Background: an optimization exercise with open tools, aiming at small area and a short achievable clock period. Do not read the settings as production practice.
In this exercise RTL edits were held to simulation tests only and were not proved equivalent to the original.

==> flow/design.v <==
module fm_receiver #(
  parameter int FRAME_LEN = 16
) (
  input  logic        ap_clk,
  input  logic        ap_rst_n,
  input  logic        ap_start,
  output logic        ap_done,
  output logic        ap_idle,
  output logic        ap_ready,
  input  logic [31:0] iq_in_V_TDATA,
  input  logic        iq_in_V_TVALID,
  output logic        iq_in_V_TREADY,
  output logic [31:0] audio_out_V_TDATA,
  output logic        audio_out_V_TVALID,
  input  logic        audio_out_V_TREADY,
  output logic [3:0]  led_out_V,
  input  logic [5:0]  s_axi_API_AWADDR,
  input  logic        s_axi_API_AWVALID,
  output logic        s_axi_API_AWREADY,
  input  logic [31:0] s_axi_API_WDATA,
  input  logic        s_axi_API_WVALID,
  output logic        s_axi_API_WREADY,
  output logic [1:0]  s_axi_API_BRESP,
  output logic        s_axi_API_BVALID,
  input  logic        s_axi_API_BREADY,
  input  logic [5:0]  s_axi_API_ARADDR,
  input  logic        s_axi_API_ARVALID,
  output logic        s_axi_API_ARREADY,
  output logic [31:0] s_axi_API_RDATA,
  output logic [1:0]  s_axi_API_RRESP,
  output logic        s_axi_API_RVALID,
  input  logic        s_axi_API_RREADY
);
  localparam int CW = $clog2(FRAME_LEN + 1);
  localparam logic [CW-1:0] LEN_C  = CW'(FRAME_LEN);
  localparam logic [CW-1:0] LAST_C = CW'(FRAME_LEN - 1);
  typedef enum logic [1:0] {S_IDLE, S_RUN, S_DONE} state_t;
  state_t state, state_nxt;
  logic   start, frame_end, running;
  logic [CW-1:0]      in_cnt, out_cnt;
  logic signed [15:0] prev_i, prev_q, cur_i, cur_q;
  logic signed [32:0] prod_a, prod_b, diff, shifted;
  logic               sat_hi, sat_lo, sat_hit;
  logic [15:0]        sample;
  logic               in_acc, out_hs;
  logic               out_vld;
  logic [31:0]        out_dat;
  logic               sat_sticky, done_sticky;
  logic [31:0]        sample_count;
  logic [4:0]  shift;
  logic        mute;
  logic [3:0]  led_val;
  logic        led_ovr;
  logic        wr_acc, rd_acc;
  logic        bvalid, rvalid, axi_live;
  logic [31:0] rdata, rd_mux;
  logic        unused_wdata;
  always_ff @(posedge ap_clk or negedge ap_rst_n) begin
    if (!ap_rst_n) state <= S_IDLE;
    else           state <= state_nxt;
  end
  always_comb begin
    state_nxt = state;
    start     = 1'b0;
    frame_end = 1'b0;
    unique case (state)
      S_IDLE: begin
        if (ap_start) begin
          state_nxt = S_RUN;
          start     = 1'b1;
        end
      end
      S_RUN: begin
        if (out_hs && (out_cnt == LAST_C)) begin
          state_nxt = S_DONE;
          frame_end = 1'b1;
        end
      end
      S_DONE:  state_nxt = S_IDLE;
      default: state_nxt = S_IDLE;
    endcase
  end
  assign running  = (state == S_RUN);
  assign ap_idle  = (state == S_IDLE);
  assign ap_done  = (state == S_DONE);
  assign ap_ready = (state == S_DONE);
  assign iq_in_V_TREADY = running && (in_cnt < LEN_C) && (!out_vld || audio_out_V_TREADY);
  assign in_acc         = iq_in_V_TVALID && iq_in_V_TREADY;
  assign out_hs         = out_vld && audio_out_V_TREADY;
  assign cur_i = iq_in_V_TDATA[15:0];
  assign cur_q = iq_in_V_TDATA[31:16];
  assign prod_a  = 33'(cur_q) * 33'(prev_i);
  assign prod_b  = 33'(cur_i) * 33'(prev_q);
  assign diff    = prod_a - prod_b;
  assign shifted = diff >>> shift;
  assign sat_hi  = (shifted > 33'sd32767);
  assign sat_lo  = (shifted < -33'sd32768);
  assign sat_hit = sat_hi || sat_lo;
  always_comb begin
    sample = shifted[15:0];
    if (sat_hi) sample = 16'h7FFF;
    if (sat_lo) sample = 16'h8000;
    if (mute)   sample = 16'h0000;
  end
  always_ff @(posedge ap_clk or negedge ap_rst_n) begin
    if (!ap_rst_n) begin
      prev_i       <= '0;
      prev_q       <= '0;
      in_cnt       <= '0;
      out_cnt      <= '0;
      out_vld      <= 1'b0;
      out_dat      <= '0;
      sat_sticky   <= 1'b0;
      done_sticky  <= 1'b0;
      sample_count <= '0;
    end else begin
      if (start) begin
        prev_i      <= '0;
        prev_q      <= '0;
        in_cnt      <= '0;
        out_cnt     <= '0;
        sat_sticky  <= 1'b0;
        done_sticky <= 1'b0;
      end else begin
        if (in_acc) begin
          prev_i <= cur_i;
          prev_q <= cur_q;
          in_cnt <= in_cnt + CW'(1);
          if (sat_hit) sat_sticky <= 1'b1;
        end
        if (out_hs)    out_cnt     <= out_cnt + CW'(1);
        if (frame_end) done_sticky <= 1'b1;
      end
      if (in_acc) sample_count <= sample_count + 32'd1;
      if (in_acc) begin
        out_vld <= 1'b1;
        out_dat <= {sample, sample};
      end else if (out_hs) begin
        out_vld <= 1'b0;
      end
    end
  end
  assign audio_out_V_TDATA  = out_dat;
  assign audio_out_V_TVALID = out_vld;
  assign led_out_V = led_ovr ? led_val : {out_vld, done_sticky, sat_sticky, running};
  assign wr_acc            = s_axi_API_AWVALID && s_axi_API_WVALID && !bvalid;
  assign s_axi_API_AWREADY = wr_acc;
  assign s_axi_API_WREADY  = wr_acc;
  assign s_axi_API_BVALID  = bvalid;
  assign s_axi_API_BRESP   = 2'b00;
  assign s_axi_API_ARREADY = axi_live && !rvalid;
  assign rd_acc            = s_axi_API_ARVALID && s_axi_API_ARREADY;
  assign s_axi_API_RVALID  = rvalid;
  assign s_axi_API_RDATA   = rdata;
  assign s_axi_API_RRESP   = 2'b00;
  assign unused_wdata = ^{s_axi_API_WDATA[31:9], s_axi_API_WDATA[7:5]};
  always_ff @(posedge ap_clk or negedge ap_rst_n) begin
    if (!ap_rst_n) begin
      shift   <= 5'd15;
      mute    <= 1'b0;
      led_val <= 4'h0;
      led_ovr <= 1'b0;
      bvalid  <= 1'b0;
    end else begin
      if (wr_acc) begin
        bvalid <= 1'b1;
        case (s_axi_API_AWADDR)
          6'h10: begin
            shift <= s_axi_API_WDATA[4:0];
            mute  <= s_axi_API_WDATA[8];
          end
          6'h14: begin
            led_val <= s_axi_API_WDATA[3:0];
            led_ovr <= s_axi_API_WDATA[4];
          end
          default: ;
        endcase
      end else if (bvalid && s_axi_API_BREADY) begin
        bvalid <= 1'b0;
      end
    end
  end
  always_comb begin
    rd_mux = '0;
    case (s_axi_API_ARADDR)
      6'h00:   rd_mux = 32'h464D5258;
      6'h10:   rd_mux = {23'b0, mute, 3'b0, shift};
      6'h14:   rd_mux = {27'b0, led_ovr, led_val};
      6'h18:   rd_mux = sample_count;
      6'h20:   rd_mux = {13'b0, done_sticky, sat_sticky, running, out_dat[15:0]};
      default: rd_mux = '0;
    endcase
  end
  always_ff @(posedge ap_clk or negedge ap_rst_n) begin
    if (!ap_rst_n) begin
      axi_live <= 1'b0;
      rvalid   <= 1'b0;
      rdata    <= '0;
    end else begin
      axi_live <= 1'b1;
      if (rd_acc) begin
        rvalid <= 1'b1;
        rdata  <= rd_mux;
      end else if (rvalid && s_axi_API_RREADY) begin
        rvalid <= 1'b0;
      end
    end
  end
endmodule
==> flow/run.sh <==
#!/bin/bash
# synth_recipe.tcl (not shown) runs the flow's synth.tcl, then flattens the netlist and writes it again
# the make line also repeats each setting of config.mk as NAME=value (left out here)
make -C /OpenROAD-flow-scripts/flow DESIGN_CONFIG=/design/flow/config.mk WORK_HOME=/design/flow/orfs CLKGATE_MAP_FILE= SYNTH_SCRIPT=/design/flow/synth_recipe.tcl finish
==> flow/config.mk <==
export PLATFORM = sky130hd
export DESIGN_NAME = fm_receiver
export DESIGN_NICKNAME = fm_receiver
export VERILOG_FILES = /design/flow/design.v
export SDC_FILE = /design/flow/constraint.sdc
export NUM_CORES = 4
export LEC_CHECK = 0
export CAP_MARGIN = 20
export CORE_MARGIN = 2
export CORE_UTILIZATION = 40
export SLEW_MARGIN = 20
==> flow/constraint.sdc <==
create_clock -name core_clock -period 11.0 [get_ports {ap_clk}]
set_input_delay 2.2000 -clock core_clock [delete_from_list [all_inputs] [get_ports {ap_clk}]]
set_output_delay 2.2000 -clock core_clock [all_outputs]
set_load 0.01 [all_outputs]
==> metrics.log <==
[metrics] iteration count of the initial detailed-routing pass: 5
[metrics] cell family with most CP delay: adder cells
[metrics] count of pins over their slew limit: 0
[metrics] aggregate global-route resource usage: between 20% and 30%
[metrics] placer congestion estimate: ~0.88
[metrics] placement-stage worst setup slack: -0.557 ns
[metrics] WP buf/inv: 4
[metrics] maximum number of pins on one net before global-route repair: 87
[metrics] worst hold-check path type: reg -> reg
[metrics] I/O pin count: between 150 and 200
[metrics] Unique masters post-synth: 99
[metrics] number of hold-slack violations in the final timing report: 0
[metrics] share of the clock period used by the worst path: 97.7%
[metrics] clock latency on the worst-skew pair: roughly 0.44 ns
[metrics] flop-to-flop setup slack: ~1.8 ns
[metrics] total number of nets in the final design: 4271
[metrics] worst-case headroom to the max-slew limit: between 20% and 30%
[metrics] Antenna Nets Post-Route: 0
[metrics] vias post-DR: 22100
[metrics] Setup crit start: iq_in_V_TDATA[10]
[metrics] biggest cell delay along the critical path: roughly 0.60 ns
[metrics] count of H-tree levels built during CTS: 4
[metrics] crit path max fanout: 10
[metrics] count of standard-cell rows: between 90 and 100
[metrics] worst-case clock buffer depth: 2
[metrics] synthesized area divided by synthesized cell count: between 9 and 10 um2
[metrics] count of flip-flops with a built-in enable after synthesis: 0
[metrics] Worst R2R End: out_dat[21]$_DFFE_PN0P_
[metrics] TritonCTS clock tree: built
[metrics] total standard cell area after synthesis: between 0.02 and 0.03 mm2
[metrics] count of unresolved DRC violations after routing: 0
[metrics] transition time at the pin with the least slew margin: roughly 1.1 ns
[metrics] worst setup path end: out_dat[21]$_DFFE_PN0P_
[metrics] Top cell by count, worst path: fa_1
[metrics] wire length of the first global-routing pass: about 130 mm
[metrics] total CTS buffers: 17
[metrics] depth of the critical timing path with buffers and inverters included: 28
[metrics] Finished Layout Cells: approximately 4400
[metrics] Final Skew: roughly 0.0092 ns
[metrics] number of antenna violations at the first check in global routing: 1
[metrics] fraction of layout cells with a size suffix above 1: between 10% and 20%
[metrics] detailed-route wire length per cell: ~18 um
[metrics] vias in the first global route: roughly 24000
[metrics] Register-to-Register Path Depth: 29
[metrics] Syn Inst Count: approximately 3100
[metrics] RR Startpoint: prev_i[3]$_DFFE_PN0P_
[metrics] Placed Cells: ~4300
[metrics] Worst setup EP type: register
[metrics] Setup violations, final: 0
[metrics] die span in x: 274 um
[metrics] Achievable Freq: 93.0 MHz
[metrics] total congestion overflow: 0
[metrics] Post-DP Area: about 0.034 mm2
[metrics] Worst-path clk slew: 0.06 ns
[metrics] FFs w/ async S/R, synth: 100%
[metrics] Num Clock Sinks: 141
[metrics] area inside the core boundary: between 0.07 and 0.08 mm2
[metrics] startpoint types: input port
[metrics] Initial Util: between 40% and 50%
[metrics] post-synthesis sequential area ratio: between 10% and 20%
[metrics] Seq cells post-synth: around 140
[metrics] final cell utilization of the core: approximately 49%
[metrics] number of port buffers: 137
[metrics] 1st-iter DRT viols: 1223
[metrics] Total Routed Length: roughly 77 mm
[metrics] vertical extent of the die: about 270 um
[metrics] layout overhead on the synthesized area: 20.8%
[metrics] slowest library cell on the worst path: fa_1
[metrics] detailed-placement wirelength estimate: ~64 mm
[metrics] arrival time reported for the critical path endpoint: between 10 and 15 ns
[metrics] main flop type after synthesis: dfrtp_1
[metrics] synthesis warning total: 1
[metrics] cell chosen for the clock root: clkbuf_16
[metrics] max-cap violations: 0
[metrics] category of the critical setup timing path: in -> reg
[metrics] Setup TNS Final: 0 ns
[metrics] post-route cell area: approximately 0.035 mm2
[metrics] endpoint required time on the critical path: between 10 and 15 ns
[metrics] Final min period: 10.75 ns
[metrics] die area: 0.0750 mm2
[metrics] result of the run: finished clean
[metrics] via density per instance: 5.03
[metrics] CTS Hold Bufs: 0
[metrics] Final WS setup: 0.251 ns
[cells by family (layout without fill, tap and decap cells)]
family / Yosys count / after routing / share of synthesized area (%)
flops: 141 / 141 / 12.1
buf+inv: 743 / 1063 / 9.94
xor+xnor: 81 / 81 / 2.46
compound gates: 339 / 339 / 8.28
mux: 57 / 57 / 2.08
fa+ha+maj: 754 / 754 / 47.5
other cells: 2 / 6 / 0.0258
simple gates: 1003 / 1004 / 17.5
[how the worst min path moves through the flow]
| stage | from | end | slack [ns] | cells after the start |
|---|---|---|---|---|
| floorplan | state[1]$_DFFE_PN0P_ | state[0]$_DFFE_PN0P_ | 0.43 | 1 |
| global placement | state[1]$_DFFE_PN0P_ | state[0]$_DFFE_PN0P_ | 0.45 | 1 |
| detailed placement | state[1]$_DFFE_PN0P_ | state[0]$_DFFE_PN0P_ | 0.45 | 1 |
| CTS | state[1]$_DFFE_PN0P_ | state[0]$_DFFE_PN0P_ | 0.46 | 1 |
| global route | state[1]$_DFFE_PN0P_ | state[0]$_DFFE_PN0P_ | 0.50 | 1 |
| finish | state[1]$_DFFE_PN0P_ | state[0]$_DFFE_PN0P_ | 0.46 | 1 |
[registers in the layout, indices dropped and copies added (netlist names), 2 cells and up]
signal,count
prev_q,16
out_cnt,5
led_val,4
shift,5
state,2
in_cnt,5
out_dat,16
sample_count,32
prev_i,16
rdata,32
[synthesized netlist by cell type, drive strengths merged (19+ instances only)]
master	count	area share, %
a211oi	32	0.86
a21oi	69	1.3
and2	361	7.7
and3	20	0.45
buf	42	0.91
clkbuf	119	1.5
dfrtp	137	12
fa	589	40
ha	165	7.1
inv	581	7.5
mux2	28	1.1
mux2i	29	1.0
nand2	361	4.6
nand2b	21	0.45
nand3	57	0.98
nor2	92	1.2
nor2b	38	0.82
o21ai	90	1.6
xnor2	62	1.9
xor2	19	0.57
[repair_timing]
action | 4_1_cts | 5_1_grt
pin swaps | 3 | 110
gates cloned | 1 | 0
endpoints found under the setup margin | 16 | 16
gates resized for setup | 7 | 142
buffers inserted | 0 | 13
hold endpoints to repair | 0 | 0
[cells in the final DEF (no fill, tap or decap), types with 51 or more instances in the layout]
cell,n
a21oi_1,51
and2_1,359
buf_4,267
clkdlybuf4s50_1,125
dfrtp_1,137
fa_1,568
ha_1,149
inv_1,575
nand2_1,359
nand3_1,57
nor2_1,90
o21ai_0,68
xnor2_1,60
[worst register-to-register path, delay by kind of cell, from the launching register on]
| family | cells | cell delay [ns] |
|---|---|---|
| DFF | 1 | 0.61 |
| xor gates and xnor gates | 1 | 0.20 |
| AOI/OAI and AO/OA | 10 | 2.04 |
| adders and majority gates | 9 | 4.51 |
| buffers and inverters | 5 | 0.33 |
| and+or+nand+nor | 4 | 1.51 |
[through the flow]
| step | hold slack (ns) |
|---|---|
| 2_1_floorplan | 0.431 |
| 3_3_place_gp | 0.447 |
| 3_5_place_dp | 0.450 |
| 4_1_cts | 0.460 |
| 5_1_grt | 0.499 |
| 6_report | 0.464 |
[metal layers]
layer | up-vias | global-route usage (%) | part of all wire (%)
met1 | 11300 | 27.5 | 41
li1 | 10300 | - | -
met4 | 0 | 8.37 | 3.9
met2 | 453 | 39.0 | 52
met3 | 125 | 1.51 | 3.2
met5 | - | 0 | 0
[final cells by class]
cell class	instances	area (um2)
Sequential cell	141	3530
Multi-Input combinational cell	2240	23400
Fill cell	6830	36700
Tap cell	950	1190
Inverter	582	2190
Timing Repair Buffer	449	4240
Clock inverter	14	179
Clock buffer	18	439
Antenna cell	1	2.50

==> port drivers added, routing unchanged <==
The flow's constraints put no driver on any port. The routed layout listed below was extracted and timed again, unchanged, in two steps.
Step 1, drivers: a clkbuf_16 drives ap_clk and a buf_2 each remaining input, both assumed.
Step 2 moves the port delays by t, midway between the first and last clock arrival at a register: inputs arrive t later, outputs are due t later. That takes back most of the time a late clock gives input paths.
Three values: no drivers, after step 1, after step 2; two values: the first two.
t (ns): 0.488
slack for setup (ns): 0.251 / 0.273 / -0.215
cell pins on the clock port's net: 1
With both steps, setup timing fails in this run, where it was met with ideal ports. The setup slack of this run moves by +0.022 ns with the drivers and by -0.466 ns with both steps.
